Context: an optimization exercise on an open-source flow, tuned for small area, a short achievable clock period and few clock cycles per item. The choices shown serve that exercise and are no tape-out recipe. Where RTL was checked, it was by simulation tests only, not by an equivalence proof against the original. For run 3, only the layout was checked, not whether the RTL still works. No activity file was given, so power comes from the tool's default toggle rates.

File: flow/config.mk
export PLATFORM = sky130hd
export DESIGN_NAME = position_report_ascii_encoder
export DESIGN_NICKNAME = position_report_ascii_encoder
export VERILOG_FILES = /design/flow/design.v
export SDC_FILE = /design/flow/constraint.sdc
export NUM_CORES = 4
export LEC_CHECK = 0
export CAP_MARGIN = 20
export CORE_MARGIN = 2
export CORE_UTILIZATION = 40
export SLEW_MARGIN = 20
File: flow/constraint.sdc
create_clock -name core_clock -period 9.0 [get_ports {clk}]
set_input_delay 1.8000 -clock core_clock [delete_from_list [all_inputs] [get_ports {clk}]]
set_output_delay 1.8000 -clock core_clock [all_outputs]
set_load 0.01 [all_outputs]
File: flow/design.v
package prae_pkg;
    localparam int LatW   = 28;
    localparam int LonW   = 29;
    localparam int FixW   = 3;
    localparam int CharW  = 8;
    localparam int AddrW  = 3;
    localparam int DataW  = 32;
    localparam logic [CharW-1:0] AsciiBang  = 8'h21;
    localparam logic [CharW-1:0] AsciiDot   = 8'h2e;
    localparam logic [CharW-1:0] AsciiN     = 8'h4e;
    localparam logic [CharW-1:0] AsciiS     = 8'h53;
    localparam logic [CharW-1:0] AsciiE     = 8'h45;
    localparam logic [CharW-1:0] AsciiW     = 8'h57;
    localparam logic [CharW-1:0] AsciiNul   = 8'h00;
    localparam logic [CharW-1:0] SymTableRst = 8'd47;
    localparam logic [CharW-1:0] SymCodeRst  = 8'd62;
endpackage
module prae_dbl
(
    input  logic [51:0] a,
    input  logic        b,
    output logic [51:0] n
);
    function automatic logic [4:0] g5(input logic [4:0] x);
        g5[0] = (!x[3] && x[2] && !x[0]) || (x[3] && x[1]) || (x[4] && !x[1]) || (!x[4] && !x[2] && x[0]);
        g5[1] = (x[4] && !x[0]) || (!x[4] && !x[2] && x[0]) || (!x[4] && x[3] && x[1]) || (x[4] && x[3] && !x[1]);
        g5[2] = (!x[2] && !x[0]) || (x[3] && !x[1] && x[0]) || (!x[4] && !x[3] && x[1]);
        g5[3] = (!x[2] && x[0]) || (x[3] && x[1]) || (x[4]);
        g5[4] = (x[4] && x[1]) || (x[4] && !x[2] && x[0]);
    endfunction
    function automatic logic [4:0] g5b(input logic [3:0] x);
        g5b[0] = (!x[3] && x[0]) || (x[3] && !x[0]) || (!x[2] && x[1]);
        g5b[1] = (x[3] && !x[0]) || (!x[3] && x[1] && x[0]);
        g5b[2] = (!x[1] && !x[0]) || (!x[3] && x[2] && x[0]) || (x[3] && !x[2]);
        g5b[3] = (x[0]) || (x[3]);
        g5b[4] = (!x[1] && x[0]) || (x[3] && x[0]);
    endfunction
    function automatic logic [4:0] g10(input logic [4:0] x);
        g10[0] = (x[4] && !x[3] && !x[0]) || (!x[3] && !x[2] && x[1]) || (x[3] && !x[1] && x[0]);
        g10[1] = (x[4] && !x[3] && !x[2] && x[0]) || (x[3] && x[2] && !x[1]) || (x[2] && !x[0]) || (x[3] && !x[2] && x[1]);
        g10[2] = (!x[3] && x[1]) || (x[3] && !x[1]) || (!x[2] && x[0]) || (x[4] && !x[0]);
        g10[3] = (x[2] && x[0]) || (x[3]);
        g10[4] = (x[3] && x[2] && x[1]);
    endfunction
    function automatic logic [3:0] g6(input logic [3:0] x);
        g6[0] = (x[3] && !x[0]) || (!x[3] && !x[2] && !x[1] && x[0]) || (x[2] && x[1]);
        g6[1] = (x[3] && !x[1] && x[0]) || (!x[3] && !x[2] && x[1]) || (x[2] && !x[0]);
        g6[2] = (x[2] && x[0]) || (x[3]);
        g6[3] = (x[3] && x[1]);
    endfunction
    logic [4:0] s0, s1, s2, sho, sht, smo, sd0, sd1, sd2;
    logic [3:0] smt;
    always_comb
    begin
        s0  = g5b(a[3:0]);
        s1  = g5(a[8:4]);
        s2  = g5(a[13:9]);
        sho = g10(a[22:18]);
        sht = g10(a[27:23]);
        smo = g10(a[32:28]);
        smt = g6(a[36:33]);
        sd0 = g10(a[41:37]);
        sd1 = g10(a[46:42]);
        sd2 = g10(a[51:47]);
        n   = {sd2[2:0], sd1[4:3],
               sd1[2:0], sd0[4:3],
               sd0[2:0], smt[3:2],
               smt[1:0], smo[4:3],
               smo[2:0], sht[4:3],
               sht[2:0], sho[4:3],
               sho[2:0], a[17:16],
               a[15:14],
               s2[4:3],
               s2[2:0], s1[4:3],
               s1[2:0], s0[4:3],
               s0[2:0], b};
    end
endmodule
module prae_eng
(
    input  logic [51:0] a,
    input  logic        first,
    input  logic [4:0]  t,
    input  logic [2:0]  m,
    output logic [51:0] n
);
    function automatic logic [8:0] ini(input logic [4:0] x);
        ini[0] = (!x[4] && x[3] && x[2] && !x[1] && !x[0]) || (x[3] && x[1] && x[0]) || (!x[3] && !x[2] && !x[1]) || (x[3] && !x[2] && x[1]) || (!x[3] && !x[1] && x[0]) || (x[4] && !x[3] && x[2] && !x[0]) || (!x[4] && !x[3] && x[1] && !x[0]) || (x[4] && x[3] && x[1]) || (x[4] && !x[2] && !x[1] && x[0]) || (!x[4] && x[2] && x[1] && x[0]);
        ini[1] = (!x[3] && !x[2] && !x[1] && x[0]) || (!x[4] && !x[3] && x[1] && !x[0]) || (!x[4] && !x[3] && x[2] && x[1]) || (x[3] && !x[2] && x[1] && x[0]) || (!x[4] && x[3] && x[2] && !x[1] && !x[0]) || (x[4] && !x[3] && !x[2] && !x[1]) || (x[4] && x[3] && !x[2] && x[1]) || (x[4] && !x[3] && !x[1] && x[0]) || (!x[3] && x[2] && x[1] && !x[0]) || (x[4] && x[3] && x[1] && x[0]);
        ini[2] = (!x[4] && !x[3] && !x[2] && x[0]) || (!x[4] && !x[3] && x[2] && x[1] && !x[0]) || (!x[4] && x[3] && !x[2] && !x[1] && !x[0]) || (!x[4] && !x[2] && x[1] && x[0]) || (!x[4] && x[3] && x[2] && !x[1] && x[0]) || (x[4] && !x[3] && !x[2] && !x[0]) || (x[4] && !x[3] && x[2] && x[0]) || (x[4] && !x[2] && x[1] && !x[0]) || (x[4] && x[3] && x[2] && !x[1] && !x[0]) || (x[4] && x[2] && x[1] && x[0]);
        ini[3] = (!x[4] && !x[3] && !x[2]) || (!x[4] && !x[3] && !x[1] && x[0]) || (x[1] && !x[0]) || (!x[2] && x[0]) || (x[4] && x[3] && x[2] && !x[0]) || (x[4] && x[1]);
        ini[4] = (!x[4] && !x[3] && x[2] && !x[1] && x[0]) || (x[4] && x[3] && x[2] && !x[0]) || (!x[4] && !x[2] && x[1]) || (x[4] && x[1] && x[0]) || (x[2] && x[1] && !x[0]);
        ini[5] = (!x[4] && !x[3] && x[2] && x[0]) || (x[2] && x[1]) || (x[3] && !x[2] && !x[1] && !x[0]) || (x[4] && !x[2] && !x[1] && !x[0]);
        ini[6] = (!x[4]) || (!x[3] && !x[2] && !x[1] && !x[0]) || (x[3] && x[0]) || (x[3] && x[1]) || (x[3] && x[2]);
        ini[7] = (x[3] && x[0]) || (x[3] && x[1]) || (x[4] && !x[3] && !x[2] && !x[1] && !x[0]) || (x[3] && x[2]);
        ini[8] = (x[4] && x[3] && x[0]) || (x[4] && x[3] && x[1]) || (x[4] && x[3] && x[2]);
    endfunction
    logic [51:0] s1, s2, s3;
    logic [8:0]  i3;
    prae_dbl u_s1 (.a(a),  .b(m[2]), .n(s1));
    prae_dbl u_s2 (.a(s1), .b(m[1]), .n(s2));
    prae_dbl u_s3 (.a(s2), .b(m[0]), .n(s3));
    assign i3 = ini(t);
    assign n  = first ? {38'd0, i3[8:6], 2'd0, i3[5:3], 2'd0, i3[2:0], 1'b0} : s3;
endmodule
module prae_norm
(
    input  logic [51:0] a,
    output logic [24:0] dig
);
    function automatic logic [1:0] gp5(input logic [4:0] x);
        gp5[0] = (!x[4] && !x[2] && x[1]) || (x[4] && !x[2] && !x[0]) || (x[4] && x[2] && !x[1] && x[0]);
        gp5[1] = (x[4] && x[1]) || (x[4] && !x[2] && x[0]);
    endfunction
    function automatic logic [1:0] gp5b(input logic [3:0] x);
        gp5b[0] = (!x[3] && x[2] && x[0]) || (x[3] && !x[1] && !x[0]);
        gp5b[1] = (!x[1] && x[0]) || (x[3] && x[0]);
    endfunction
    function automatic logic [1:0] gp2(input logic [1:0] x);
        gp2[0] = (!x[1] && x[0]);
        gp2[1] = (x[1]);
    endfunction
    function automatic logic [0:0] odd2(input logic [1:0] x);
        odd2[0] = (!x[1] && x[0]);
    endfunction
    function automatic logic [1:0] gp10(input logic [4:0] x);
        gp10[0] = (x[3] && x[2] && !x[1] && x[0]);
        gp10[1] = (x[3] && x[2] && x[1]);
    endfunction
    function automatic logic [1:0] gp6(input logic [3:0] x);
        gp6[0] = (x[3] && !x[1] && x[0]);
        gp6[1] = (x[3] && x[1]);
    endfunction
    function automatic logic [3:0] fin(input logic [7:0] x);
        fin[0] = (!x[2] && x[0]) || (!x[3] && x[2] && !x[0]) || (x[3] && x[0]);
        fin[1] = (x[6] && !x[4] && !x[3] && !x[1] && !x[0]) || (x[6] && !x[5] && !x[4] && x[3] && x[1]) || (x[5] && x[4] && x[3] && x[1]) || (!x[6] && !x[5] && !x[4] && x[2] && x[0]) || (!x[6] && !x[5] && !x[4] && !x[3] && x[1]) || (x[6] && !x[4] && !x[2] && x[0]) || (!x[6] && x[4] && !x[2] && !x[1]) || (!x[7] && !x[5] && x[4] && x[2] && x[0]) || (x[6] && !x[5] && x[4] && !x[3] && x[1]) || (!x[6] && !x[5] && !x[4] && x[3] && !x[1]) || (!x[6] && x[5] && x[3] && x[1]) || (x[7] && x[4] && !x[3] && !x[1] && !x[0]) || (x[6] && !x[5] && x[4] && x[3] && !x[1]);
        fin[2] = (x[6] && !x[5] && x[2] && x[0]) || (!x[5] && !x[4] && x[3] && x[1]) || (x[5] && !x[4] && !x[3] && !x[1] && !x[0]) || (x[6] && !x[5] && x[4] && !x[3]) || (!x[5] && x[4] && x[3] && !x[1]) || (x[6] && !x[5] && !x[4] && x[1]) || (x[5] && !x[4] && !x[2] && !x[1]) || (!x[5] && x[4] && !x[3] && x[1]) || (x[6] && !x[5] && x[3] && !x[1]) || (!x[6] && x[4] && x[2] && x[0]);
        fin[3] = (x[5] && x[4] && !x[3] && !x[1] && !x[0]) || (!x[7] && x[5] && !x[4] && !x[3] && x[1]) || (x[6] && x[5] && !x[4] && x[3] && !x[1]) || (x[5] && x[4] && !x[2] && !x[1]) || (x[6] && !x[5] && x[4] && x[3] && x[1]) || (!x[7] && x[5] && !x[4] && x[2] && x[0]);
    endfunction
    function automatic logic [0:0] is9(input logic [5:0] x);
        is9[0] = (x[4] && x[3] && !x[1] && x[0]) || (x[4] && x[3] && !x[2] && x[1] && !x[0]) || (x[4] && !x[3] && x[2] && x[0]);
    endfunction
    logic [1:0] g_b0, g_b1, g_b2, g_t0, g_t1, g_ho, g_ht, g_mo, g_mt, g_d0, g_d1;
    logic c_t1, c_ho, c_ht, c_mo, c_mt, c_d0, c_d1, c_d2;
    logic [10:0] gg, pp, gn, pn;
    logic rnd, ho9;
    logic [3:0] n_d2, n_d1, n_d0, n_mt, n_mo, n_ht, n_ho;
    always_comb
    begin
        g_b0 = gp5b(a[3:0]);
        g_b1 = gp5(a[8:4]);
        g_b2 = gp5(a[13:9]);
        g_t0 = gp2(a[15:14]);
        g_t1 = gp2(a[17:16]);
        g_ho = gp10(a[22:18]);
        g_ht = gp10(a[27:23]);
        g_mo = gp10(a[32:28]);
        g_mt = gp6(a[36:33]);
        g_d0 = gp10(a[41:37]);
        g_d1 = gp10(a[46:42]);
        gg = {g_d1[1], g_d0[1], g_mt[1], g_mo[1], g_ht[1], g_ho[1], g_t1[1], g_t0[1], g_b2[1], g_b1[1], g_b0[1]};
        pp = {g_d1[0], g_d0[0], g_mt[0], g_mo[0], g_ht[0], g_ho[0], g_t1[0], g_t0[0], g_b2[0], g_b1[0], 1'b0};
        for (int d = 1; d < 11; d = d * 2)
        begin
            gn = gg;
            pn = pp;
            for (int i = d; i < 11; i++)
            begin
                gn[i] = gg[i] || (pp[i] && gg[i-d]);
                pn[i] = pp[i] && pp[i-d];
            end
            gg = gn;
            pp = pn;
        end
        c_t1 = gg[3];
        c_ho = gg[4];
        c_ht = gg[5];
        c_mo = gg[6];
        c_mt = gg[7];
        c_d0 = gg[8];
        c_d1 = gg[9];
        c_d2 = gg[10];
        rnd  = odd2(a[17:16]) ^ c_t1;
        ho9  = is9({a[22:18], c_ho});
        n_d2 = fin({1'b0, a[51:47], 1'b0, c_d2});
        n_d1 = fin({1'b0, a[46:42], 1'b0, c_d1});
        n_d0 = fin({1'b0, a[41:37], 1'b0, c_d0});
        n_mt = fin({2'b10, a[36:33], 1'b0, c_mt});
        n_mo = fin({1'b0, a[32:28], 1'b0, c_mo});
        n_ht = fin({1'b0, a[27:23], c_ht && rnd && ho9, c_ht ^ (rnd && ho9)});
        n_ho = fin({1'b0, a[22:18], c_ho && rnd, c_ho ^ rnd});
        dig  = {n_d2[1:0], n_d1, n_d0, n_mt[2:0], n_mo, n_ht, n_ho};
    end
endmodule
import prae_pkg::*;
module position_report_ascii_encoder
(
    input  logic              clk,
    input  logic              rst_n,
    input  logic              pos_valid,
    output logic              pos_ready,
    input  logic signed [LatW-1:0] pos_lat_micro,
    input  logic signed [LonW-1:0] pos_lon_micro,
    input  logic [FixW-1:0]   pos_fix_level,
    output logic              rpt_valid,
    input  logic              rpt_ready,
    output logic [CharW-1:0]  rpt_out_char,
    output logic              rpt_last_char,
    output logic              rpt_pos_invalid,
    input  logic              psel,
    input  logic              penable,
    input  logic              pwrite,
    input  logic [AddrW-1:0]  paddr,
    input  logic [DataW-1:0]  pwdata,
    output logic [DataW-1:0]  prdata,
    output logic              pready
);
    logic [CharW-1:0] sym_table_reg;
    logic [CharW-1:0] sym_code_reg;
    logic [CharW-1:0] prdata_reg;
    assign pready = 1'b1;
    always_ff @(posedge clk or negedge rst_n)
    begin
        if (!rst_n)
        begin
            sym_table_reg <= SymTableRst;
            sym_code_reg  <= SymCodeRst;
        end
        else if (psel && penable && pwrite)
        begin
            if (paddr[2])
                sym_code_reg  <= pwdata[CharW-1:0];
            else
                sym_table_reg <= pwdata[CharW-1:0];
        end
    end
    always_ff @(posedge clk)
    begin
        prdata_reg <= paddr[2] ? sym_code_reg : sym_table_reg;
    end
    assign prdata = {{(DataW-CharW){1'b0}}, prdata_reg};
    logic             known_q;      
    logic             inv_q;        
    logic             lat_done;     
    logic             lat_hold;     
    logic             lon_pend;     
    logic             lon_hold;     
    logic [LonW-1:0]  lon_raw;
    logic [3:0]       cnt;          
    logic             src;          
    logic             post;         
    logic [6:0]       lat_ipf;      
    logic [4:0]       pf;           
    logic [51:0]      work;
    logic [22:0]      lat_dsp;      
    logic [24:0]      lon_dsp;      
    logic             vld;
    logic             cur_inv;
    logic [4:0]       nb;           
    logic [CharW-1:0] out_reg;
    logic             last_reg;
    logic             cur_slat, cur_slon;
    logic             nxt_full, nxt_inv, nxt_slat, nxt_slon;
    logic             pins_inv;
    logic             acc_now;
    logic             take;
    logic             cur_free;
    logic             lat_ok, lon_ok, go, go_src, step, fin;
    assign pins_inv = (pos_fix_level == '0)
                      || (pos_lat_micro == '0 && pos_lon_micro == '0);
    assign pos_ready = known_q && !nxt_full && (inv_q || (lat_done && !lon_pend));
    assign acc_now   = pos_valid && pos_ready;
    assign take      = vld && rpt_ready;
    assign cur_free  = !vld || (take && last_reg);
    assign lat_ok = known_q && !inv_q && !lat_done && !lat_hold;
    assign lon_ok = lon_pend && !lon_hold;
    assign go     = (cnt == 4'd0) && (lat_ok || lon_ok);
    assign go_src = lon_ok;
    assign step   = go || (cnt != 4'd0);
    assign fin    = (cnt == 4'd8);
    always_ff @(posedge clk or negedge rst_n)
    begin
        if (!rst_n)
        begin
            known_q  <= 1'b0;
            lat_done <= 1'b0;
            lat_hold <= 1'b0;
            lon_pend <= 1'b0;
            lon_hold <= 1'b0;
            cnt      <= '0;
            src      <= 1'b0;
            post     <= 1'b0;
        end
        else
        begin
            known_q <= pos_valid && !acc_now;
            post    <= fin;
            if (acc_now)
                lat_done <= 1'b0;
            else if (fin && !src)
                lat_done <= 1'b1;
            if (fin && !src)
                lat_hold <= 1'b1;
            else if (take && nb == 5'd7)
                lat_hold <= 1'b0;
            if (acc_now && !inv_q)
                lon_pend <= 1'b1;
            else if (fin && src)
                lon_pend <= 1'b0;
            if (fin && src)
                lon_hold <= 1'b1;
            else if (take && nb == 5'd17)
                lon_hold <= 1'b0;
            if (step)
                cnt <= fin ? 4'd0 : cnt + 4'd1;
            if (go)
                src <= go_src;
        end
    end
    always_ff @(posedge clk)
    begin
        inv_q <= pins_inv;
        if (acc_now && !inv_q)
            lon_raw <= pos_lon_micro;
    end
    logic [LonW-1:0] lat_sx;
    logic [LonW-1:0] src_v;
    logic            src_n;
    assign lat_sx = LonW'(pos_lat_micro);
    assign src_n  = go ? go_src : src;
    assign src_v  = src_n ? lon_raw : lat_sx;
    function automatic logic [4:0] pick(input logic [LonW-1:0] v, input logic [3:0] j);
        logic [4:0] r;
        r[4] = v[LonW-1];
        case (j)
            4'd0:    r[3:0] = {|v[20:0], v[23:21]};
            4'd1:    r[3:0] = {|v[17:0], v[20:18]};
            4'd2:    r[3:0] = {|v[14:0], v[17:15]};
            4'd3:    r[3:0] = {|v[11:0], v[14:12]};
            4'd4:    r[3:0] = {|v[8:0],  v[11:9]};
            4'd5:    r[3:0] = {|v[5:0],  v[8:6]};
            4'd6:    r[3:0] = {|v[2:0],  v[5:3]};
            default: r[3:0] = {1'b0,     v[2:0]};
        endcase
        pick = r;
    endfunction
    function automatic logic [4:0] mag(input logic [6:0] p);
        logic [4:0] m;
        logic       below;
        below = p[5];
        for (int i = 0; i < 5; i++)
        begin
            m[i]  = p[i] ^ (p[6] && below);
            below = below || p[i];
        end
        mag = m;
    endfunction
    always_ff @(posedge clk)
    begin
        lat_ipf <= {lat_sx[LonW-1], |lat_sx[23:0], lat_sx[28:24]};
        pf      <= pick(src_v, cnt);
    end
    logic [4:0]  ini_t, grp_m;
    logic [51:0] eng_n;
    logic [24:0] norm;
    assign ini_t = go_src ? mag({lon_raw[LonW-1], |lon_raw[23:0], lon_raw[28:24]})
                          : mag(lat_ipf);
    assign grp_m = mag({pf[4:3], 2'b00, pf[2:0]});
    prae_eng u_eng (
        .a     (work),
        .first (cnt == 4'd0),
        .t     (ini_t),
        .m     (grp_m[2:0]),
        .n     (eng_n)
    );
    prae_norm u_norm (.a(work), .dig(norm));
    always_ff @(posedge clk)
    begin
        work <= eng_n;
        if (post && !src)
            lat_dsp <= norm[22:0];
        if (post && src)
            lon_dsp <= norm;
    end
    logic [3:0]       ddig;
    logic [CharW-1:0] nchar;
    always_comb
    begin
        case (nb)
            5'd1:    ddig = lat_dsp[22:19];
            5'd2:    ddig = lat_dsp[18:15];
            5'd3:    ddig = {1'b0, lat_dsp[14:12]};
            5'd4:    ddig = lat_dsp[11:8];
            5'd6:    ddig = lat_dsp[7:4];
            5'd7:    ddig = lat_dsp[3:0];
            5'd10:   ddig = {2'b00, lon_dsp[24:23]};
            5'd11:   ddig = lon_dsp[22:19];
            5'd12:   ddig = lon_dsp[18:15];
            5'd13:   ddig = {1'b0, lon_dsp[14:12]};
            5'd14:   ddig = lon_dsp[11:8];
            5'd16:   ddig = lon_dsp[7:4];
            default: ddig = lon_dsp[3:0];
        endcase
        case (nb)
            5'd1, 5'd2, 5'd3, 5'd4, 5'd6, 5'd7,
            5'd10, 5'd11, 5'd12, 5'd13, 5'd14, 5'd16, 5'd17:
                nchar = {4'h3, ddig};
            5'd5, 5'd15:
                nchar = AsciiDot;
            5'd8:
                nchar = cur_slat ? AsciiS : AsciiN;
            5'd9:
                nchar = sym_table_reg;
            5'd18:
                nchar = cur_slon ? AsciiW : AsciiE;
            default:
                nchar = sym_code_reg;
        endcase
    end
    logic load_now;
    assign load_now = nxt_full || (acc_now && inv_q);
    always_ff @(posedge clk or negedge rst_n)
    begin
        if (!rst_n)
        begin
            vld      <= 1'b0;
            nxt_full <= 1'b0;
        end
        else
        begin
            if (cur_free)
            begin
                vld      <= load_now;
                nxt_full <= acc_now && (nxt_full || !inv_q);
            end
            else if (acc_now)
            begin
                nxt_full <= 1'b1;
            end
        end
    end
    always_ff @(posedge clk)
    begin
        if (cur_free)
        begin
            nb       <= 5'd1;
            cur_inv  <= nxt_full ? nxt_inv : 1'b1;
            cur_slat <= nxt_slat;
            cur_slon <= nxt_slon;
            out_reg  <= (!nxt_full || nxt_inv) ? AsciiNul : AsciiBang;
            last_reg <= !nxt_full || nxt_inv;
        end
        else if (take)
        begin
            nb       <= nb + 5'd1;
            out_reg  <= nchar;
            last_reg <= (nb == 5'd19);
        end
        if (acc_now)
        begin
            nxt_inv  <= inv_q;
            nxt_slat <= pos_lat_micro[LatW-1];
            nxt_slon <= pos_lon_micro[LonW-1];
        end
    end
    assign rpt_valid       = vld;
    assign rpt_out_char    = out_reg;
    assign rpt_last_char   = last_reg;
    assign rpt_pos_invalid = cur_inv;
endmodule
File: flow/flow/run.sh
#!/bin/bash
set -euo pipefail
bash standard.sh SETUP_SLACK_MARGIN=6.0 "BUFFER_PORTS_ARGS=-buffer_cell sky130_fd_sc_hd__buf_1" finish > orfs_flow.log 2>&1
File: flow/standard.sh
#!/bin/bash
# synth_recipe.tcl (not shown) runs the flow's synth.tcl, then flattens the netlist and writes it again
# the make line also repeats each setting of config.mk as NAME=value (left out here)
make -C /OpenROAD-flow-scripts/flow DESIGN_CONFIG=/design/flow/config.mk WORK_HOME=/design/flow/orfs CLKGATE_MAP_FILE= SYNTH_SCRIPT=/design/flow/synth_recipe.tcl "${@:-finish}"
==> run summary, run 1 <==
outcome=complete, no violations; root buffer cell=clkbuf_16; post-route ant nets=0; PortBufs=95; largest net degree at the start of global routing=51; ant diodes=0; CTS max path bufs=2; R2R Setup Slk=6.17 ns; first-pass GRT wire length=47.0 mm; initial antenna violation count=0; RSZ-0062 raised after global routing=true; Fillers=2851; Die Y=178 um; Final Instance Area=0.0136 mm2; Async S/R FF share, synth=0.147; initial drt markers=828; min Tclk post-route=3.12 ns; register area share after synthesis=0.413; synthesis warning total=4; Int Pwr=0.00263 W; latest clock arrival within the worst-skew pair=0.44 ns; Synth top area share=0.227; Largest register FFs=52; Netlist cell types=99; Area Growth Syn to Fin=11.7%; Num CTS Buffers=17; Period Utilization, post-route=0.346; switching power total=0.00208 W; maximum vdd drop=201 uV; Startpoint Class=flip-flop; register with the most flip-flops=work; # clock sinks=197; final RePlAce weighted congestion=0.887; number of global-route vias before repair=9322; leading registers by flop count=work: 52 flops, lon_raw: 29 flops, lon_dsp: 25 flops; Post-Syn Instances=1346; net total in the final layout=1546; H-tree depth=4; crit path kind=flip-flop to output pin; placed cell area=0.0127 mm2; Hold Crit Endpoint=cur_slon; worst-margin pin slew=1.05 ns; Die Area=0.0318 mm2; combinational share of power=0.511; synthesized area=0.0122 mm2; worst hold path stage count=0; worst reg2reg startpoint=nb[0]; Fmax=0.321 GHz; Clk pwr share=0.168; Synth Register Bits=197; Die W=178 um; ys flop type=edfxtp_1; r2r worst-path depth=11; routed len/inst=16.2 um; final wirelength=29.3 mm; maxcap violations=0; WP data required=7.20 ns; Power Dens Cells=347 mW/mm2; CP Max Fanout=2; number of synthesized flops with an enable pin=92; HP Class=flip-flop to flip-flop; final setup fails=0; DR vias/cell=5.69; hpwl dp=21.5 mm; Sw Share=0.442; Sum Neg Setup Slack=0 ns; Core ar.=0.0298 mm2; top cells by area, synth=edfxtp_1, dfxtp_1, nand2_1; Hold Startpoint=nxt_slon; Hold Fails Final Rpt=0; P_leak=4.92 nW; CTS tree=done; IO Pins=147; commonest non-fill, non-tap cells in the layout=nand2_1, a21oi_1, nor2_1; DR DRC count=0; FF-to-FF End=out_reg[3]; via count=10313; worst setup margin=5.89 ns; worst clock skew=0.0116 ns; post-layout util=0.455; share of cells above drive strength 1=0.117; leading area contributor after synthesis=edfxtp_1; first-pass iteration count of the detailed router=5; worst relative slew slack=0.302; Avg Cell Area, Syn=9.03 um2; Reg power frac=0.321; Post-CTS Hold Buffers=0; most common cell after layout, fill and taps aside=nand2_1; Starting Density=0.408; Pins Over Slew Limit=0; Worst Path Arrival=1.32 ns; Reg clk slew, reported paths=0.07 ns; total track usage=0.183; total gr overflow=0; Critical Path End Type=output pin; row count=63; DP Worst Slack=5.38 ns
how the worst max path moves through the flow:
| stage | slack (ns) | end | cells past startpoint | startpoint |
|---|---|---|---|---|
| after floorplan | 5.65 | pf[3] | 8 | pos_lat_micro[15] |
| after global placement | 5.38 | pf[3] | 9 | pos_lat_micro[15] |
| after detailed placement | 5.38 | pf[3] | 9 | pos_lat_micro[15] |
| after CTS | 5.84 | pos_ready | 4 | lon_pend |
| after global routing | 5.78 | pos_ready | 4 | lon_pend |
| final | 5.89 | pos_ready | 4 | lon_pend |
timing repair:
item / CTS / global route
setup endpoints to repair: 36 / 47
resized for setup: 19 / 30
buffers inserted: 4 / 6
pin swaps: 4 / 7
synthesized netlist by cell type (6+ instances only):
master / n
buf_1: 6
nand3b_1: 6
edfxtp_1: 92
nor4_1: 13
or3_1: 7
dfrtp_1: 19
xnor2_1: 25
buf_4: 27
dfstp_2: 10
nor2_1: 97
ha_1: 34
a22o_1: 13
dfxtp_1: 76
and3_1: 15
a221oi_1: 9
nand4_1: 9
o31ai_1: 9
a32oi_1: 9
a21oi_1: 99
mux2i_1: 30
o22ai_1: 22
mux2_2: 29
o211ai_1: 7
nand2b_1: 35
buf_2: 14
a31oi_1: 30
nand2_1: 138
inv_1: 62
nand3_1: 48
xor2_1: 8
a211oi_1: 11
a21o_1: 9
o21ai_0: 69
and2_1: 12
a22oi_1: 19
nor3_1: 38
or4_1: 6
clkbuf_1: 41
o21ai_1: 9
nor2b_1: 26
o221ai_1: 11
worst max-delay path: stages (launching register included):
cell and delay, ns:
dfrtp_1 0.40, inv_2 0.07, a21oi_2 0.05, nor3b_2 0.19, buf_2 0.17
cell families (layout without fill, tap and decap cells):
family,count (synthesis),count (layout),share of synthesized area
AND/OR/NAND/NOR,475,475,0.196
AO/OA/AOI/OAI,390,390,0.220
flip-flops,197,197,0.413
buffers and inverters,154,208,0.0574
multiplexers,59,59,0.0516
adder cells (fa/ha/maj),35,35,0.0358
XOR/XNOR,34,34,0.0251
other,2,25,0.000618
area by class of cell:
cell class / instances / area (um2) / area share
Inverter: 66 / 251 / 0.0185
Timing Repair Buffer: 110 / 475 / 0.0350
Clock buffer: 21 / 492 / 0.0362
Clock inverter: 11 / 136 / 0.0101
Tap cell: 390 / 488 / 0.0360
Sequential cell: 197 / 5030 / 0.371
Multi-Input combinational cell: 1018 / 6690 / 0.493
routing by layer:
metal | wire (um) | vias to the layer above | GRT usage
met4 | 306 | 0 | 0.0464
met2 | 14100 | 237 | 0.304
li1 | - | 5081 | -
met3 | 1250 | 21 | 0.0283
met1 | 13700 | 4974 | 0.250
met5 | 0 | - | 0
through the flow:
step	std cells	power, W	hold slack [ns]
floorplan	1369	0.00334	0.400
global placement	1771	0.00379	0.401
detailed placement	1771	0.00384	0.408
CTS	1807	0.00467	0.426
global route	1813	0.00512	0.443
finish	1813	0.00471	0.424
power by group through the flow:
stage | Sequential [W] | Combinational [W] | Clock [W]
after CTS | 0.00150 | 0.00236 | 0.000809
after global routing | 0.00155 | 0.00273 | 0.000838
final | 0.00151 | 0.00240 | 0.000791
after detailed placement | 0.00152 | 0.00233 | 0
after floorplan | 0.00135 | 0.00199 | 0
after global placement | 0.00151 | 0.00227 | 0
Testbench counts, summed over its fixed seeds: cycles 17,649, reports 960.
==> run 2, diff against run 1 <==
==> flow/flow/run.sh (replaced) <==
#!/bin/bash
set -euo pipefail
bash standard.sh SETUP_SLACK_MARGIN=6.0 finish > orfs_flow.log 2>&1
==> run 2 against run 1 <==
Still clean on timing, DRC and antenna. Fmax down 2.8%. Worst hold slack better by 0.0038 ns. Die area stayed put. Critical path depth is 1 lower. Routed wire length rose by 4.3%.
==> run summary, run 2 <==
root buffer cell=clkbuf_16; register area share after synthesis=0.413; Area Growth Syn to Fin=17.4%; Post-Place Cells=1771; final RePlAce weighted congestion=0.898; synth cell count leaders=nand2_1, a21oi_1, nor2_1; final setup fails=0; Post-Syn Instances=1346; Netlist cell types=99; WP data required=9.08 ns; first-pass GRT wire length=47.9 mm; latest clock arrival within the worst-skew pair=0.45 ns; initial antenna violation count=0; Hold Fails Final Rpt=0; first-pass iteration count of the detailed router=5; most common cell after layout, fill and taps aside=nand2_1; leading area contributor after synthesis=edfxtp_1; via count=10447; RSZ-0062 raised after global routing=true; DR DRC count=0; total gr overflow=0; worst setup margin=5.79 ns; crit path kind=input pin to flip-flop; H-tree depth=4; worst clock skew=0.0155 ns; Starting Density=0.408; Pins Over Slew Limit=0; top cells by area, synth=edfxtp_1, dfxtp_1, nand2_1; commonest non-fill, non-tap cells in the layout=nand2_1, a21oi_1, nor2_1; HP Class=flip-flop to flip-flop; Non-Filler Instances=1826; initial drt markers=958; total power=0.00473 W; Async S/R FF share, synth=0.147; Post-CTS Hold Buffers=0; CTS max path bufs=2; register with the most flip-flops=work; Final Instance Area=0.0143 mm2; min Tclk post-route=3.21 ns; multi-input gate area in the final layout=0.00674 mm2; Core ar.=0.0298 mm2; Avg Cell Area, Syn=9.03 um2; Die W=178 um; Critical Path End Type=flip-flop; worst relative slew slack=0.310; Seq. cell area=0.00504 mm2; synthesis warning total=4; final wirelength=30.6 mm; Synth top area share=0.227; P_leak=5.38 nW; total track usage=0.188; net total in the final layout=1559; Fmax=0.312 GHz; post-route ant nets=0; largest net degree at the start of global routing=51; leading registers by flop count=work: 52 flops, lon_raw: 29 flops, lon_dsp: 25 flops; Reg clk slew, reported paths=0.08 ns; Worst Path Arrival=3.28 ns; PortBufs=95; routed len/inst=16.8 um; maximum vdd drop=196 uV; Fillers=2809; CP Max Fanout=15; DR vias/cell=5.72; # clock sinks=197; Power Dens Cells=332 mW/mm2; outcome=complete, no violations; maxcap violations=0; Num CTS Buffers=17; number of synthesized flops with an enable pin=92; IO Pins=147; DP Worst Slack=5.04 ns; worst-margin pin slew=1.04 ns; Synth Register Bits=197; number of global-route vias before repair=9533; count leader, synth=nand2_1; hpwl dp=22.1 mm; ys flop type=edfxtp_1; Die Area=0.0318 mm2; Largest register FFs=52; share of cells above drive strength 1=0.132; Startpoint Class=input pin; Period Utilization, post-route=0.356; ant diodes=0; placed cell area=0.0133 mm2; Die Y=178 um; CTS tree=done; row count=63; synthesized area=0.0122 mm2; Sum Neg Setup Slack=0 ns
==> run 2: cell counts after synthesis <==
Identical to the previous run, type by type.
==> run 2: cell type report <==
class / instances / share of cell area
inverter: 66 / 0.0176
timing repair buffer: 122 / 0.0806
multi-input combinational: 1019 / 0.473
tap: 390 / 0.0342
sequential: 197 / 0.353
clock inverter: 15 / 0.0121
clock buffer: 17 / 0.0298
==> run 2: worst max-delay path, cell delays in order <==
cell and delay (ns):
clkdlybuf4s50_1 0.47, nand2_1 0.22, nor2_2 0.79
==> run 2: report_power, final <==
part	total [W]	internal, W	switching (W)
sequential	0.00151	0.00121	0.000300
combinational	0.00245	0.00103	0.00143
clock	0.000773	0.000378	0.000395
total	0.00473	0.00261	0.00212
==> run 2: kinds of logic (layout without fill, tap and decap cells) <==
family,Yosys count,in the layout,synth area share
AND/OR/NAND/NOR,475,476,0.196
AO/OA/AOI/OAI,390,390,0.220
other,2,25,0.000618
buffers and inverters,154,220,0.0574
flip-flops,197,197,0.413
adder cells (fa/ha/maj),35,35,0.0358
multiplexers,59,59,0.0516
XOR/XNOR,34,34,0.0251
==> run 2: layer usage <==
| layer | global-route usage | up-vias | routed length [um] |
|---|---|---|---|
| met5 | 0 | - | 0 |
| met4 | 0.0542 | 0 | 377 |
| met3 | 0.0269 | 29 | 1310 |
| met2 | 0.310 | 294 | 14500 |
| met1 | 0.258 | 5014 | 14400 |
| li1 | - | 5110 | - |
==> run 2: worst paths after layout <==
| check | start | end | slack, ns | cells past startpoint |
|---|---|---|---|---|
| setup / recovery | pos_valid | lon_raw[20] | 5.79 | 3 |
| hold / removal | nxt_slon | cur_slon | 0.43 | 0 |
| setup reg to reg | nb[2] | out_reg[3] | 6.13 | 7 |
| hold reg to reg | nxt_slon | cur_slon | 0.43 | 0 |
| max in group asynchronous | rst_n | sym_code_reg[1] | 6.93 | 2 |
| min in group asynchronous | rst_n | sym_code_reg[6] | 1.74 | 2 |
==> run 2: repair_timing <==
item | CTS | global route
setup buffers | 13 | 9
pin swaps | 12 | 21
gates cloned | 1 | 0
resized for setup | 62 | 50
setup endpoints to repair | 116 | 66
==> run 2: per-stage QoR <==
| stage | utilization | hold WS [ns] |
|---|---|---|
| final | 0.479 | 0.428 |
| after detailed placement | 0.446 | 0.408 |
| after global placement | 0.446 | 0.405 |
| after CTS | 0.470 | 0.427 |
| after global routing | 0.479 | 0.441 |
| after floorplan | - | 0.400 |
==> run 3, diff against run 2 <==
--- a/flow/design.v
+++ b/flow/design.v
@@ -106,16 +106,20 @@
 module prae_norm
 (
     input  logic [51:0] a,
+    input  logic        neg,
     output logic [24:0] dig
 );
+    function automatic logic [1:0] cb1(input logic [4:0] x);
+        cb1[0] = (!x[2] && x[0]) || (!x[2] && x[1]) || (x[1] && x[0]) || (x[4] && x[0]) || (x[4] && x[1]);
+        cb1[1] = (x[4] && !x[2] && x[1] && x[0]);
+    endfunction
+    function automatic logic [0:0] cb2(input logic [6:0] x);
+        cb2[0] = (!x[4] && x[2] && x[1]) || (!x[4] && x[3] && x[0]) || (x[5] && x[3] && x[1]) || (x[6] && x[1]) || (x[6] && x[2] && x[0]) || (x[6] && x[3]) || (x[6] && !x[4] && x[0]) || (x[6] && !x[5] && x[2]);
+    endfunction
     function automatic logic [1:0] gp5(input logic [4:0] x);
         gp5[0] = (!x[4] && !x[2] && x[1]) || (x[4] && !x[2] && !x[0]) || (x[4] && x[2] && !x[1] && x[0]);
         gp5[1] = (x[4] && x[1]) || (x[4] && !x[2] && x[0]);
     endfunction
-    function automatic logic [1:0] gp5b(input logic [3:0] x);
-        gp5b[0] = (!x[3] && x[2] && x[0]) || (x[3] && !x[1] && !x[0]);
-        gp5b[1] = (!x[1] && x[0]) || (x[3] && x[0]);
-    endfunction
     function automatic logic [1:0] gp2(input logic [1:0] x);
         gp2[0] = (!x[1] && x[0]);
         gp2[1] = (x[1]);
@@ -140,15 +144,15 @@
     function automatic logic [0:0] is9(input logic [5:0] x);
         is9[0] = (x[4] && x[3] && !x[1] && x[0]) || (x[4] && x[3] && !x[2] && x[1] && !x[0]) || (x[4] && !x[3] && x[2] && x[0]);
     endfunction
-    logic [1:0] g_b0, g_b1, g_b2, g_t0, g_t1, g_ho, g_ht, g_mo, g_mt, g_d0, g_d1;
+    logic [1:0] c_b1;
+    logic [1:0] g_b2, g_t0, g_t1, g_ho, g_ht, g_mo, g_mt, g_d0, g_d1;
     logic c_t1, c_ho, c_ht, c_mo, c_mt, c_d0, c_d1, c_d2;
     logic [10:0] gg, pp, gn, pn;
     logic rnd, ho9;
     logic [3:0] n_d2, n_d1, n_d0, n_mt, n_mo, n_ht, n_ho;
     always_comb
     begin
-        g_b0 = gp5b(a[3:0]);
-        g_b1 = gp5(a[8:4]);
+        c_b1 = cb1({a[3:0], neg});
         g_b2 = gp5(a[13:9]);
         g_t0 = gp2(a[15:14]);
         g_t1 = gp2(a[17:16]);
@@ -158,8 +162,8 @@
         g_mt = gp6(a[36:33]);
         g_d0 = gp10(a[41:37]);
         g_d1 = gp10(a[46:42]);
-        gg = {g_d1[1], g_d0[1], g_mt[1], g_mo[1], g_ht[1], g_ho[1], g_t1[1], g_t0[1], g_b2[1], g_b1[1], g_b0[1]};
-        pp = {g_d1[0], g_d0[0], g_mt[0], g_mo[0], g_ht[0], g_ho[0], g_t1[0], g_t0[0], g_b2[0], g_b1[0], 1'b0};
+        gg = {g_d1[1], g_d0[1], g_mt[1], g_mo[1], g_ht[1], g_ho[1], g_t1[1], g_t0[1], g_b2[1], cb2({a[8:4], c_b1}), 1'b0};
+        pp = {g_d1[0], g_d0[0], g_mt[0], g_mo[0], g_ht[0], g_ho[0], g_t1[0], g_t0[0], g_b2[0], 2'b00};
         for (int d = 1; d < 11; d = d * 2)
         begin
             gn = gg;
@@ -217,7 +221,7 @@
 );
     logic [CharW-1:0] sym_table_reg;
     logic [CharW-1:0] sym_code_reg;
-    logic [CharW-1:0] prdata_reg;
+    logic             rd_sel;       
     assign pready = 1'b1;
     always_ff @(posedge clk or negedge rst_n)
     begin
@@ -236,9 +240,9 @@
     end
     always_ff @(posedge clk)
     begin
-        prdata_reg <= paddr[2] ? sym_code_reg : sym_table_reg;
+        rd_sel <= paddr[2];
     end
-    assign prdata = {{(DataW-CharW){1'b0}}, prdata_reg};
+    assign prdata = {{(DataW-CharW){1'b0}}, rd_sel ? sym_code_reg : sym_table_reg};
     logic             known_q;      
     logic             inv_q;        
     logic             lat_done;     
@@ -249,8 +253,10 @@
     logic [3:0]       cnt;          
     logic             src;          
     logic             post;         
-    logic [6:0]       lat_ipf;      
-    logic [4:0]       pf;           
+    logic [5:0]       lat_ipf;      
+    logic [2:0]       pf;           
+    logic             neg;          
+    logic             kr, ki;       
     logic [51:0]      work;
     logic [22:0]      lat_dsp;      
     logic [24:0]      lon_dsp;      
@@ -268,7 +274,7 @@
     logic             lat_ok, lon_ok, go, go_src, step, fin;
     assign pins_inv = (pos_fix_level == '0)
                       || (pos_lat_micro == '0 && pos_lon_micro == '0);
-    assign pos_ready = known_q && !nxt_full && (inv_q || (lat_done && !lon_pend));
+    assign pos_ready = kr || (ki && inv_q);
     assign acc_now   = pos_valid && pos_ready;
     assign take      = vld && rpt_ready;
     assign cur_free  = !vld || (take && last_reg);
@@ -278,11 +284,21 @@
     assign go_src = lon_ok;
     assign step   = go || (cnt != 4'd0);
     assign fin    = (cnt == 4'd8);
+    logic known_n, lat_done_n, lon_pend_n, nxt_full_n;
+    always_comb
+    begin
+        known_n    = pos_valid && !acc_now;
+        lat_done_n = acc_now ? 1'b0 : ((fin && !src) || lat_done);
+        lon_pend_n = (acc_now && !inv_q) || (lon_pend && !(fin && src));
+        nxt_full_n = cur_free ? (acc_now && (nxt_full || !inv_q)) : (nxt_full || acc_now);
+    end
     always_ff @(posedge clk or negedge rst_n)
     begin
         if (!rst_n)
         begin
             known_q  <= 1'b0;
+            kr       <= 1'b0;
+            ki       <= 1'b0;
             lat_done <= 1'b0;
             lat_hold <= 1'b0;
             lon_pend <= 1'b0;
@@ -293,20 +309,16 @@
         end
         else
         begin
-            known_q <= pos_valid && !acc_now;
-            post    <= fin;
-            if (acc_now)
-                lat_done <= 1'b0;
-            else if (fin && !src)
-                lat_done <= 1'b1;
+            known_q  <= known_n;
+            ki       <= known_n && !nxt_full_n;
+            kr       <= known_n && !nxt_full_n && lat_done_n && !lon_pend_n;
+            post     <= fin;
+            lat_done <= lat_done_n;
+            lon_pend <= lon_pend_n;
             if (fin && !src)
                 lat_hold <= 1'b1;
             else if (take && nb == 5'd7)
                 lat_hold <= 1'b0;
-            if (acc_now && !inv_q)
-                lon_pend <= 1'b1;
-            else if (fin && src)
-                lon_pend <= 1'b0;
             if (fin && src)
                 lon_hold <= 1'b1;
             else if (take && nb == 5'd17)
@@ -329,51 +341,40 @@
     assign lat_sx = LonW'(pos_lat_micro);
     assign src_n  = go ? go_src : src;
     assign src_v  = src_n ? lon_raw : lat_sx;
-    function automatic logic [4:0] pick(input logic [LonW-1:0] v, input logic [3:0] j);
-        logic [4:0] r;
-        r[4] = v[LonW-1];
+    function automatic logic [2:0] pick(input logic [LonW-1:0] v, input logic [3:0] j);
         case (j)
-            4'd0:    r[3:0] = {|v[20:0], v[23:21]};
-            4'd1:    r[3:0] = {|v[17:0], v[20:18]};
-            4'd2:    r[3:0] = {|v[14:0], v[17:15]};
-            4'd3:    r[3:0] = {|v[11:0], v[14:12]};
-            4'd4:    r[3:0] = {|v[8:0],  v[11:9]};
-            4'd5:    r[3:0] = {|v[5:0],  v[8:6]};
-            4'd6:    r[3:0] = {|v[2:0],  v[5:3]};
-            default: r[3:0] = {1'b0,     v[2:0]};
+            4'd0:    pick = v[23:21];
+            4'd1:    pick = v[20:18];
+            4'd2:    pick = v[17:15];
+            4'd3:    pick = v[14:12];
+            4'd4:    pick = v[11:9];
+            4'd5:    pick = v[8:6];
+            4'd6:    pick = v[5:3];
+            default: pick = v[2:0];
         endcase
-        pick = r;
-    endfunction
-    function automatic logic [4:0] mag(input logic [6:0] p);
-        logic [4:0] m;
-        logic       below;
-        below = p[5];
-        for (int i = 0; i < 5; i++)
-        begin
-            m[i]  = p[i] ^ (p[6] && below);
-            below = below || p[i];
-        end
-        mag = m;
     endfunction
     always_ff @(posedge clk)
     begin
-        lat_ipf <= {lat_sx[LonW-1], |lat_sx[23:0], lat_sx[28:24]};
+        lat_ipf <= {lat_sx[LonW-1], lat_sx[28:24]};
         pf      <= pick(src_v, cnt);
+        if (go)
+            neg <= go_src ? lon_raw[LonW-1] : lat_ipf[5];
     end
-    logic [4:0]  ini_t, grp_m;
+    logic [4:0]  ini_t;
+    logic [2:0]  grp_m;
     logic [51:0] eng_n;
     logic [24:0] norm;
-    assign ini_t = go_src ? mag({lon_raw[LonW-1], |lon_raw[23:0], lon_raw[28:24]})
-                          : mag(lat_ipf);
-    assign grp_m = mag({pf[4:3], 2'b00, pf[2:0]});
+    assign ini_t = go_src ? (lon_raw[28:24] ^ {5{lon_raw[LonW-1]}})
+                          : (lat_ipf[4:0] ^ {5{lat_ipf[5]}});
+    assign grp_m = pf ^ {3{neg}};
     prae_eng u_eng (
         .a     (work),
         .first (cnt == 4'd0),
         .t     (ini_t),
-        .m     (grp_m[2:0]),
+        .m     (grp_m),
         .n     (eng_n)
     );
-    prae_norm u_norm (.a(work), .dig(norm));
+    prae_norm u_norm (.a(work), .neg(neg), .dig(norm));
     always_ff @(posedge clk)
     begin
         work <= eng_n;
@@ -429,14 +430,8 @@
         else
         begin
             if (cur_free)
-            begin
-                vld      <= load_now;
-                nxt_full <= acc_now && (nxt_full || !inv_q);
-            end
-            else if (acc_now)
-            begin
-                nxt_full <= 1'b1;
-            end
+                vld  <= load_now;
+            nxt_full <= nxt_full_n;
         end
     end
     always_ff @(posedge clk)
==> flow/flow/run.sh (replaced) <==
#!/bin/bash
set -euo pipefail
bash standard.sh SETUP_SLACK_MARGIN=6.0 "BUFFER_PORTS_ARGS=-buffer_cell sky130_fd_sc_hd__buf_1" finish > orfs_flow.log 2>&1
==> run 3 against run 2 <==
Power decreased by 1.1%. Sequential power is essentially flat. Clock skew is 0.00080 ns higher. Count of clock-buffer cells in the layout increased by 2. Cell count is 2.2% lower.
==> run summary, run 3 <==
Largest register FFs=52; Netlist cell types=93; P_leak=4.81 nW; first-pass GRT wire length=47.7 mm; worst setup margin=5.86 ns; maxcap violations=0; share of cells above drive strength 1=0.108; latest clock arrival within the worst-skew pair=0.44 ns; ant diodes=0; HP Class=flip-flop to flip-flop; Area Growth Syn to Fin=10.9%; min Tclk post-route=3.14 ns; Num CTS Buffers=17; number of synthesized flops with an enable pin=93; ys flop type=edfxtp_1; final RePlAce weighted congestion=0.911; H-tree depth=4; Starting Density=0.405; Post-Syn Instances=1331; CP Max Fanout=8; Final Instance Area=0.0132 mm2; CTS max path bufs=2; worst-margin pin slew=0.954 ns; routed len/inst=16.0 um; CP delay by family, top=flip-flops; number of global-route vias before repair=9532; net total in the final layout=1519; worst reg2reg startpoint=work[3]; hpwl dp=20.6 mm; # clock sinks=190; synth cell count leaders=nand2_1, nor2_1, edfxtp_1; CP cell instances=mux2_4, buf_6; Non-Filler Instances=1786; Post-Place Cells=1745; DR DRC count=0; total power=0.00468 W; CTS tree=done; Power Dens Cells=354 mW/mm2; register area share after synthesis=0.411; synthesized area=0.0119 mm2; Hold Fails Final Rpt=0; WP data required=7.20 ns; Async S/R FF share, synth=0.163; count leader, synth=nand2_1; Sum Neg Setup Slack=0 ns; final wirelength=28.6 mm; initial antenna violation count=0; Pins Over Slew Limit=0; root buffer cell=clkbuf_16; Fmax=0.319 GHz; Period Utilization, post-route=0.349; register with the most flip-flops=work; Die W=177 um; first-pass iteration count of the detailed router=5; Worst setup startpoint=rd_sel; post-route ant nets=0; placed cell area=0.0124 mm2; slowest library cell on the worst path=dfxtp_4; Fillers=2796; PortBufs=95; Avg Cell Area, Syn=8.96 um2; DR vias/cell=5.64; leading registers by flop count=work: 52 flops, lon_raw: 29 flops, lon_dsp: 25 flops; leading area contributor after synthesis=edfxtp_1; via count=10070; RSZ-0062 raised after global routing=true; maximum vdd drop=156 uV; max incr delay on CP=0.45 ns; Post-CTS Hold Buffers=0; total gr overflow=0; crit path kind=flip-flop to output pin; initial drt markers=1163; synthesis warning total=4; final setup fails=0; Buf+Inv Stages, Crit Path=1; Reg clk slew, reported paths=0.08 ns; worst clock skew=0.0163 ns; top cells by area, synth=edfxtp_1, dfxtp_1, dfrtp_1; DP Worst Slack=5.43 ns; outcome=complete, no violations; commonest non-fill, non-tap cells in the layout=nand2_1, nor2_1, edfxtp_1; Hold Startpoint=nxt_slon; Worst Path Arrival=1.34 ns; Die Area=0.0312 mm2; Core ar.=0.0295 mm2; IO Pins=147; Synth top area share=0.234; total track usage=0.185; Critical Path End Type=output pin; Synth Register Bits=190; row count=63; worst relative slew slack=0.363; most common cell after layout, fill and taps aside=nand2_1; largest net degree at the start of global routing=50; Startpoint Class=flip-flop; Die Y=177 um
run 3: cell types whose count changed after synthesis, moves of 7 or more:
| cell | previous run | this run |
|---|---|---|
| a311oi_1 | 0 | 7 |
| nor3_1 | 38 | 29 |
| buf_2 | 14 | 7 |
| a21oi_1 | 99 | 86 |
| nor2b_1 | 26 | 19 |
| clkbuf_1 | 41 | 60 |
| mux2i_1 | 30 | 19 |
| o22ai_1 | 22 | 14 |
| nand3_1 | 48 | 34 |
| nand2b_1 | 35 | 27 |
| o211ai_1 | 7 | 14 |
| or3_1 | 7 | 14 |
| o21ai_0 | 69 | 78 |
| dfxtp_1 | 76 | 66 |
run 3: area by class of cell:
| type | instances | area [um2] | share of cell area |
|---|---|---|---|
| tap | 390 | 488 | 0.0369 |
| timing repair buffer | 107 | 510 | 0.0386 |
| clock buffer | 19 | 433 | 0.0327 |
| sequential | 190 | 4920 | 0.372 |
| multi-input combinational | 997 | 6490 | 0.490 |
| inverter | 70 | 267 | 0.0201 |
| clock inverter | 13 | 125 | 0.00946 |
run 3: cells by family (layout without fill, tap and decap cells):
logic type               Yosys count  in the layout  share of synthesized area
multiplexers                      50             50                     0.0452
buffers and inverters            167            209                     0.0618
AND/OR/NAND/NOR                  453            453                      0.187
other                              2             25                   0.000629
AO/OA/AOI/OAI                    395            395                      0.229
adder cells (fa/ha/maj)           35             35                     0.0366
XOR/XNOR                          39             39                     0.0286
flip-flops                       190            190                      0.411
run 3: layer usage:
metal	routed length, um	GRT usage	up-vias	share of wire
li1	-	-	4987	-
met1	13300	0.249	4826	0.47
met2	13900	0.314	232	0.49
met3	909	0.0221	25	0.032
met4	440	0.0506	0	0.015
met5	0	0	-	0
run 3: final timing paths:
kind / end / slack (ns) / depth (start not counted)
worst max-delay path: prdata[2] / 5.86 / 2
max in group asynchronous: vld / 7.02 / 1
worst min-delay path: cur_slon / 0.42 / 0
worst max register to register: lat_dsp[2] / 6.13 / 9
min in group asynchronous: sym_code_reg[0] / 1.43 / 1
worst min register to register: cur_slon / 0.42 / 0
run 3: power by group:
group / internal (W) / leakage [nW] / switching, W
registers: 0.00116 / 1.78 / 0.000319
clock network: 0.000366 / 0.264 / 0.000361
logic: 0.00105 / 2.76 / 0.00142
total: 0.00258 / 4.81 / 0.00210
run 3: repair_timing:
item                                    4_1_cts  5_1_grt
gates resized for setup                      34       18
setup buffers                                 2        7
endpoints found under the setup margin       23       48
pin swaps                                     1        4
run 3: worst register-to-register path, stage by stage, from the launching register on:
cell	delay [ns]
dfxtp_1	0.38
or3b_1	0.40
a31oi_2	0.25
o2111ai_4	0.20
a21oi_2	0.24
o21ai_0	0.18
ha_4	0.35
o21ai_0	0.11
a32oi_1	0.26
o221ai_1	0.19
run 3: stage by stage:
step	hold slack (ns)	utilization
floorplan	0.400	-
global placement	0.408	0.421
detailed placement	0.410	0.422
CTS	0.425	0.445
global route	0.435	0.449
finish	0.424	0.449
==> run 4, diff against run 3 <==
--- a/flow/design.v
+++ b/flow/design.v
@@ -221,7 +221,7 @@
 );
     logic [CharW-1:0] sym_table_reg;
     logic [CharW-1:0] sym_code_reg;
-    logic             rd_sel;       
+    logic [CharW-1:0] prdata_reg;
     assign pready = 1'b1;
     always_ff @(posedge clk or negedge rst_n)
     begin
@@ -240,9 +240,9 @@
     end
     always_ff @(posedge clk)
     begin
-        rd_sel <= paddr[2];
+        prdata_reg <= paddr[2] ? sym_code_reg : sym_table_reg;
     end
-    assign prdata = {{(DataW-CharW){1'b0}}, rd_sel ? sym_code_reg : sym_table_reg};
+    assign prdata = {{(DataW-CharW){1'b0}}, prdata_reg};
     logic             known_q;      
     logic             inv_q;        
     logic             lat_done;     
--- a/flow/config.mk
+++ b/flow/config.mk
@@ -7,5 +7,5 @@
 export LEC_CHECK = 0
 export CAP_MARGIN = 20
 export CORE_MARGIN = 2
-export CORE_UTILIZATION = 40
+export CORE_UTILIZATION = 60
 export SLEW_MARGIN = 20
==> run 4 against run 3 <==
Still clean. Power up 2.7%. Count of clock-buffer cells in the layout shrank 2. Setup slack gained 0.17 ns. Die area decreased by 32%. Via count grew 2.5%. Flip-flop and latch count up 7. Non-clock buffer count up 6. Clock skew down 0.0034 ns. Critical path type is now flip-flop to flip-flop. Highest routed layer unchanged.
==> run summary, run 4 <==
register with the most flip-flops=work; root buffer cell=clkbuf_16; worst relative slew slack=0.340; Hold Fails Final Rpt=0; Post-Syn Instances=1341; # clock sinks=197; first-pass iteration count of the detailed router=5; number of global-route vias before repair=9360; Die Y=146 um; Synth top area share=0.231; CTS max path bufs=2; row count=51; Post-Place Cells=1637; Fillers=1614; Reg clk slew, reported paths=0.08 ns; hpwl dp=20.1 mm; crit path kind=flip-flop to flip-flop; top cells by area, synth=edfxtp_1, dfxtp_1, dfrtp_1; Core ar.=0.0196 mm2; post-layout util=0.680; CP Max Fanout=4; Sum Neg Setup Slack=0 ns; Startpoint Class=flip-flop; Post-CTS Hold Buffers=0; total track usage=0.259; Pins Over Slew Limit=0; PortBufs=95; Netlist cell types=97; most common cell after layout, fill and taps aside=nand2_1; Die Area=0.0213 mm2; Num CTS Buffers=17; Largest register FFs=52; net total in the final layout=1541; first-pass GRT wire length=45.7 mm; Fmax=0.337 GHz; maximum vdd drop=304 uV; leading registers by flop count=work: 52 flops, lon_raw: 29 flops, lon_dsp: 25 flops; commonest non-fill, non-tap cells in the layout=nand2_1, nor2_1, edfxtp_1; CTS tree=done; initial antenna violation count=0; share of cells above drive strength 1=0.116; met3 usage=0.0295; register area share after synthesis=0.417; synthesis warning total=4; Avg Cell Area, Syn=9.01 um2; WP data required=9.18 ns; H-tree depth=4; leading area contributor after synthesis=edfxtp_1; final wirelength=28.2 mm; maxcap violations=0; Non-Filler Instances=1683; GR Util met2=0.436; synthesized area=0.0121 mm2; worst clock skew=0.0129 ns; ant diodes=0; final RePlAce weighted congestion=0.883; Critical Path End Type=flip-flop; latest clock arrival within the worst-skew pair=0.45 ns; Seq. cell area=0.00506 mm2; HP Class=flip-flop to flip-flop; Period Utilization, post-route=0.330; Power Dens Cells=361 mW/mm2; P_leak=5.05 nW; synth cell count leaders=nand2_1, nor2_1, edfxtp_1; total gr overflow=0; Starting Density=0.617; GRT met1 Usage=0.352; Area Growth Syn to Fin=10.3%; via count=10326; outcome=complete, no violations; grt peak-use layer=met2; initial drt markers=838; final setup fails=0; Worst Path Arrival=3.15 ns; DR DRC count=0; min Tclk post-route=2.97 ns; ys flop type=edfxtp_1; IO Pins=147; count leader, synth=nand2_1; DR vias/cell=6.14; Die W=146 um; RSZ-0062 raised after global routing=true; Synth Register Bits=197; largest net degree at the start of global routing=46; number of synthesized flops with an enable pin=93; worst-margin pin slew=0.989 ns; post-route ant nets=0; routed len/inst=16.8 um; Async S/R FF share, synth=0.157; multi-input gate area in the final layout=0.00655 mm2
[run 4: cell types whose count changed after synthesis, sizes merged, moves of 7 or more]
| cell | previous run | this run |
|---|---|---|
| nand2 | 135 | 127 |
| a211oi | 10 | 17 |
| buf | 37 | 44 |
| o21ai | 90 | 78 |
| nor2 | 100 | 114 |
| dfxtp | 66 | 73 |
| clkbuf | 60 | 47 |
| a31oi | 30 | 18 |
[run 4: worst paths after layout]
path	startpoint	to	slack, ns	cells past startpoint
min in group asynchronous	rst_n	sym_table_reg[4]	1.42	1
hold / removal	nxt_slat	cur_slat	0.43	0
max in group asynchronous	rst_n	vld	7.05	1
setup / recovery	neg	lat_dsp[1]	6.03	13
setup reg to reg	neg	lat_dsp[1]	6.03	13
hold reg to reg	nxt_slat	cur_slat	0.43	0
[run 4: cell families after synthesis]
group / after synthesis / share of synthesized area
simple gates: 464 / 0.187
compound gates: 394 / 0.225
flops: 197 / 0.417
buf+inv: 160 / 0.0598
mux: 52 / 0.0466
fa+ha+maj: 37 / 0.0377
xor+xnor: 35 / 0.0254
other cells: 2 / 0.000621
[run 4: metrics by stage]
step / setup slack, ns / power (W) / area [um2] / hold slack (ns)
2_1_floorplan: 6.07 / 0.00337 / 12200 / 0.400
3_3_place_gp: 5.49 / 0.00379 / 12400 / 0.401
3_5_place_dp: 5.48 / 0.00385 / 12400 / 0.407
4_1_cts: 6.01 / 0.00472 / 13200 / 0.427
5_1_grt: 5.92 / 0.00520 / 13300 / 0.430
6_report: 6.03 / 0.00481 / 13300 / 0.433
[run 4: timing repair]
action                     4_1_cts  5_1_grt
resized for setup               16       26
setup endpoints to repair       10       26
buffers inserted                 7        7
pin swaps                        5       10
[run 4: final cells by class]
cell class,count,area share
Multi-Input combinational cell,1007,0.491
Sequential cell,197,0.380
Timing Repair Buffer,113,0.0381
Clock buffer,17,0.0319
Tap cell,265,0.0249
Inverter,69,0.0198
Clock inverter,15,0.0144
[run 4: metal layers]
layer	vias to the layer above	part of all wire
met1	4903	0.44
li1	5048	-
met3	44	0.048
met5	-	0
met4	0	0.020
met2	331	0.49
[run 4: where the power goes]
group,switching (W),internal (W)
logic,0.00142,0.00107
registers,0.000325,0.00121
clock network,0.000397,0.000385
total,0.00214,0.00267
[run 4: worst max-delay path, stage by stage (launching register included)]
cell and delay [ns]:
edfxtp_1 0.46, buf_4 0.17, or2_4 0.23, a31oi_4 0.16
o221a_4 0.25, nand2_4 0.07, a21oi_4 0.19, xnor2_2 0.15
ha_4 0.20, nand3b_1 0.14, a21oi_2 0.08, a311oi_2 0.25
nor2_1 0.07, a221o_1 0.30
Testbench counts of run 4, summed over its fixed seeds: cycles 17,649, reports 960.
==> run 5, diff against run 4 <==
--- a/flow/config.mk
+++ b/flow/config.mk
@@ -7,5 +7,5 @@
 export LEC_CHECK = 0
 export CAP_MARGIN = 20
 export CORE_MARGIN = 2
-export CORE_UTILIZATION = 60
+export CORE_UTILIZATION = 40
 export SLEW_MARGIN = 20
==> run 5 against run 4 <==
Setup slack got worse by 0.046 ns. Worst hold slack improved by 0.0082 ns. Clock power decreased by 2%. Core utilization decreased by 23 points. Synthesized area unchanged. Via count decreased by 0.60%. Non-clock buffer count decreased by 5. Global-route usage decreased by 7.0 points. Fmax decreased by 1.5%. Register-to-register slack got worse by 0.05 ns. Combinational power decreased by 2%.
==> run summary, run 5 <==
FF-to-FF End=lon_dsp[1]; PortBufs=95; Worst setup startpoint=neg; net total in the final layout=1536; RSZ-0062 raised after global routing=true; Die Y=178 um; count leader, synth=nand2_1; # clock sinks=197; ant diodes=0; crit path kind=flip-flop to flip-flop; Hold Fails Final Rpt=0; Starting Density=0.407; worst hold path stage count=0; largest net degree at the start of global routing=46; via count=10264; total track usage=0.190; Hold Crit Endpoint=cur_slon; multi-input gate area in the final layout=0.00650 mm2; Area Growth Syn to Fin=10.5%; Post-CTS Hold Buffers=0; WP data required=9.19 ns; share of cells above drive strength 1=0.110; Pins Over Slew Limit=0; final setup fails=0; DR DRC count=0; Post-Place Cells=1761; Fmax=0.332 GHz; Async S/R FF share, synth=0.157; Startpoint Class=flip-flop; routed len/inst=16.6 um; Worst Path Arrival=3.20 ns; worst reg2reg startpoint=neg; Non-Filler Instances=1803; Die Area=0.0316 mm2; CTS tree=done; initial drt markers=719; HP Class=flip-flop to flip-flop; top cells by area, synth=edfxtp_1, dfxtp_1, dfrtp_1; latest clock arrival within the worst-skew pair=0.45 ns; synthesized area=0.0121 mm2; R2R Setup Slk=5.99 ns; r2r worst-path depth=12; Sum Neg Setup Slack=0 ns; worst-margin pin slew=0.964 ns; most common cell after layout, fill and taps aside=nand2_1; synthesis warning total=4; IO Pins=147; register with the most flip-flops=work; maximum vdd drop=261 uV; total gr overflow=0; Hold Startpoint=nxt_slon; first-pass GRT wire length=48.1 mm; Fillers=2885; Netlist cell types=97; hpwl dp=21.6 mm; outcome=complete, no violations; Largest register FFs=52; maxcap violations=0; first-pass iteration count of the detailed router=5; Synth top area share=0.231; Reg clk slew, reported paths=0.07 ns; ys flop type=edfxtp_1; row count=63; Num CTS Buffers=17; min Tclk post-route=3.01 ns; synth cell count leaders=nand2_1, nor2_1, edfxtp_1; Critical Path End Type=flip-flop; CTS max path bufs=2; Post-Syn Instances=1341; CP Max Fanout=3; Seq. cell area=0.00506 mm2; final wirelength=29.9 mm; worst relative slew slack=0.357; number of global-route vias before repair=9565; Power Dens Cells=353 mW/mm2; worst clock skew=0.0117 ns; number of synthesized flops with an enable pin=93; Core ar.=0.0297 mm2; leading registers by flop count=work: 52 flops, lon_raw: 29 flops, lon_dsp: 25 flops; initial antenna violation count=1; commonest non-fill, non-tap cells in the layout=nand2_1, nor2_1, edfxtp_1; post-route ant nets=0; H-tree depth=4; Synth Register Bits=197; DR vias/cell=5.69; P_leak=5.00 nW; final RePlAce weighted congestion=0.911; register area share after synthesis=0.417; Avg Cell Area, Syn=9.01 um2; root buffer cell=clkbuf_16; Period Utilization, post-route=0.335; leading area contributor after synthesis=edfxtp_1; Die W=178 um
==> run 5: cell type report <==
| class | count | share of cell area |
|---|---|---|
| clock buffers | 19 | 0.0348 |
| clock inverters | 13 | 0.00871 |
| inverters | 69 | 0.0198 |
| multi-input cells | 1007 | 0.487 |
| flip-flops and latches | 197 | 0.379 |
| well taps | 390 | 0.0365 |
| repair buffers | 108 | 0.0343 |
==> run 5: cell families after synthesis <==
family | after synthesis | share of synthesized area
other | 2 | 0.000621
XOR/XNOR | 35 | 0.0254
AO/OA/AOI/OAI | 394 | 0.225
AND/OR/NAND/NOR | 464 | 0.187
multiplexers | 52 | 0.0466
buffers and inverters | 160 | 0.0598
adder cells (fa/ha/maj) | 37 | 0.0377
flip-flops | 197 | 0.417
==> run 5: worst max-delay path, stage by stage, from the launching register on <==
cell      delay (ns)
edfxtp_1        0.43
or2_2           0.32
a31oi_4         0.21
o221a_4         0.23
nand2_1         0.08
a21oi_2         0.18
xnor2_1         0.15
ha_2            0.33
nand2_2         0.08
a21oi_1         0.09
a311oi_1        0.27
nor2_1          0.08
a221o_1         0.30
==> run 5: worst max-delay path by stage <==
stage / to / slack [ns] / cells past startpoint
6_report: lon_dsp[1] / 5.99 / 12
2_1_floorplan: sym_code_reg[0] / 6.07 / 3
3_3_place_gp: out_reg[0] / 5.47 / 8
4_1_cts: rpt_valid / 6.01 / 1
3_5_place_dp: out_reg[0] / 5.45 / 8
5_1_grt: lon_dsp[1] / 5.87 / 13
==> run 5: per-layer routing <==
| metal | vias to the layer above | global-route usage | share of wire |
|---|---|---|---|
| li1 | 5047 | - | - |
| met1 | 4938 | 0.258 | 0.47 |
| met2 | 256 | 0.314 | 0.48 |
| met3 | 23 | 0.0336 | 0.044 |
| met4 | 0 | 0.0430 | 0.0088 |
| met5 | - | 0 | 0 |
==> run 5: through the flow <==
| stage | total power [W] | worst slack (ns) | utilization | instance area (um2) | hold slack, ns |
|---|---|---|---|---|---|
| after floorplan | 0.00337 | 6.07 | - | 12200 | 0.400 |
| after global placement | 0.00380 | 5.47 | 0.424 | 12600 | 0.406 |
| after detailed placement | 0.00387 | 5.45 | 0.424 | 12600 | 0.407 |
| after CTS | 0.00468 | 6.01 | 0.446 | 13300 | 0.425 |
| after global routing | 0.00513 | 5.87 | 0.449 | 13400 | 0.451 |
| final | 0.00472 | 5.99 | 0.449 | 13400 | 0.442 |
==> run 5: repair_timing <==
item,4_1_cts,5_1_grt
gates resized for setup,14,22
buffers inserted,5,5
pin swaps,6,6
endpoints found under the setup margin,14,22
cloned,0,0
==> run 5: report_power, final <==
part	switching, W	leakage, nW	internal (W)
Sequential	0.000323	1.84	0.00121
Combinational	0.00141	2.87	0.00102
Clock	0.000376	0.291	0.000388

==> port drivers added, routing unchanged <==
No port has a modelled driver above. Below, the same layouts with a new extraction and two added sets of constraints. Step 1 assumes that a clkbuf_16 drives the clock port and a buf_2 every other input. Step 2 moves the port delays by t, midway between the first and last clock arrival at a register: inputs arrive t later, outputs are due t later. That takes back most of the time a late clock gives input paths. Three values: ideal ports, drivers, drivers and shift; two values: the first two.
run	t, ns	setup WS [ns]	clock arrival spread, ns
run 1	0.487	5.885 / 5.837 / 5.460	0.013 / 0.012
run 2	0.486	5.795 / 5.817 / 5.331	0.016 / 0.016
run 3	0.479	5.862 / 5.815 / 5.725	0.017 / 0.017
run 4	0.486	6.033 / 6.014 / 5.733	0.017 / 0.016
run 5	0.486	5.988 / 5.988 / 5.573	0.016 / 0.016
After both steps setup and hold are still met in every run listed. The setup slack of run 2, which loses most, moves by +0.022 ns with the drivers and by -0.464 ns with both steps.
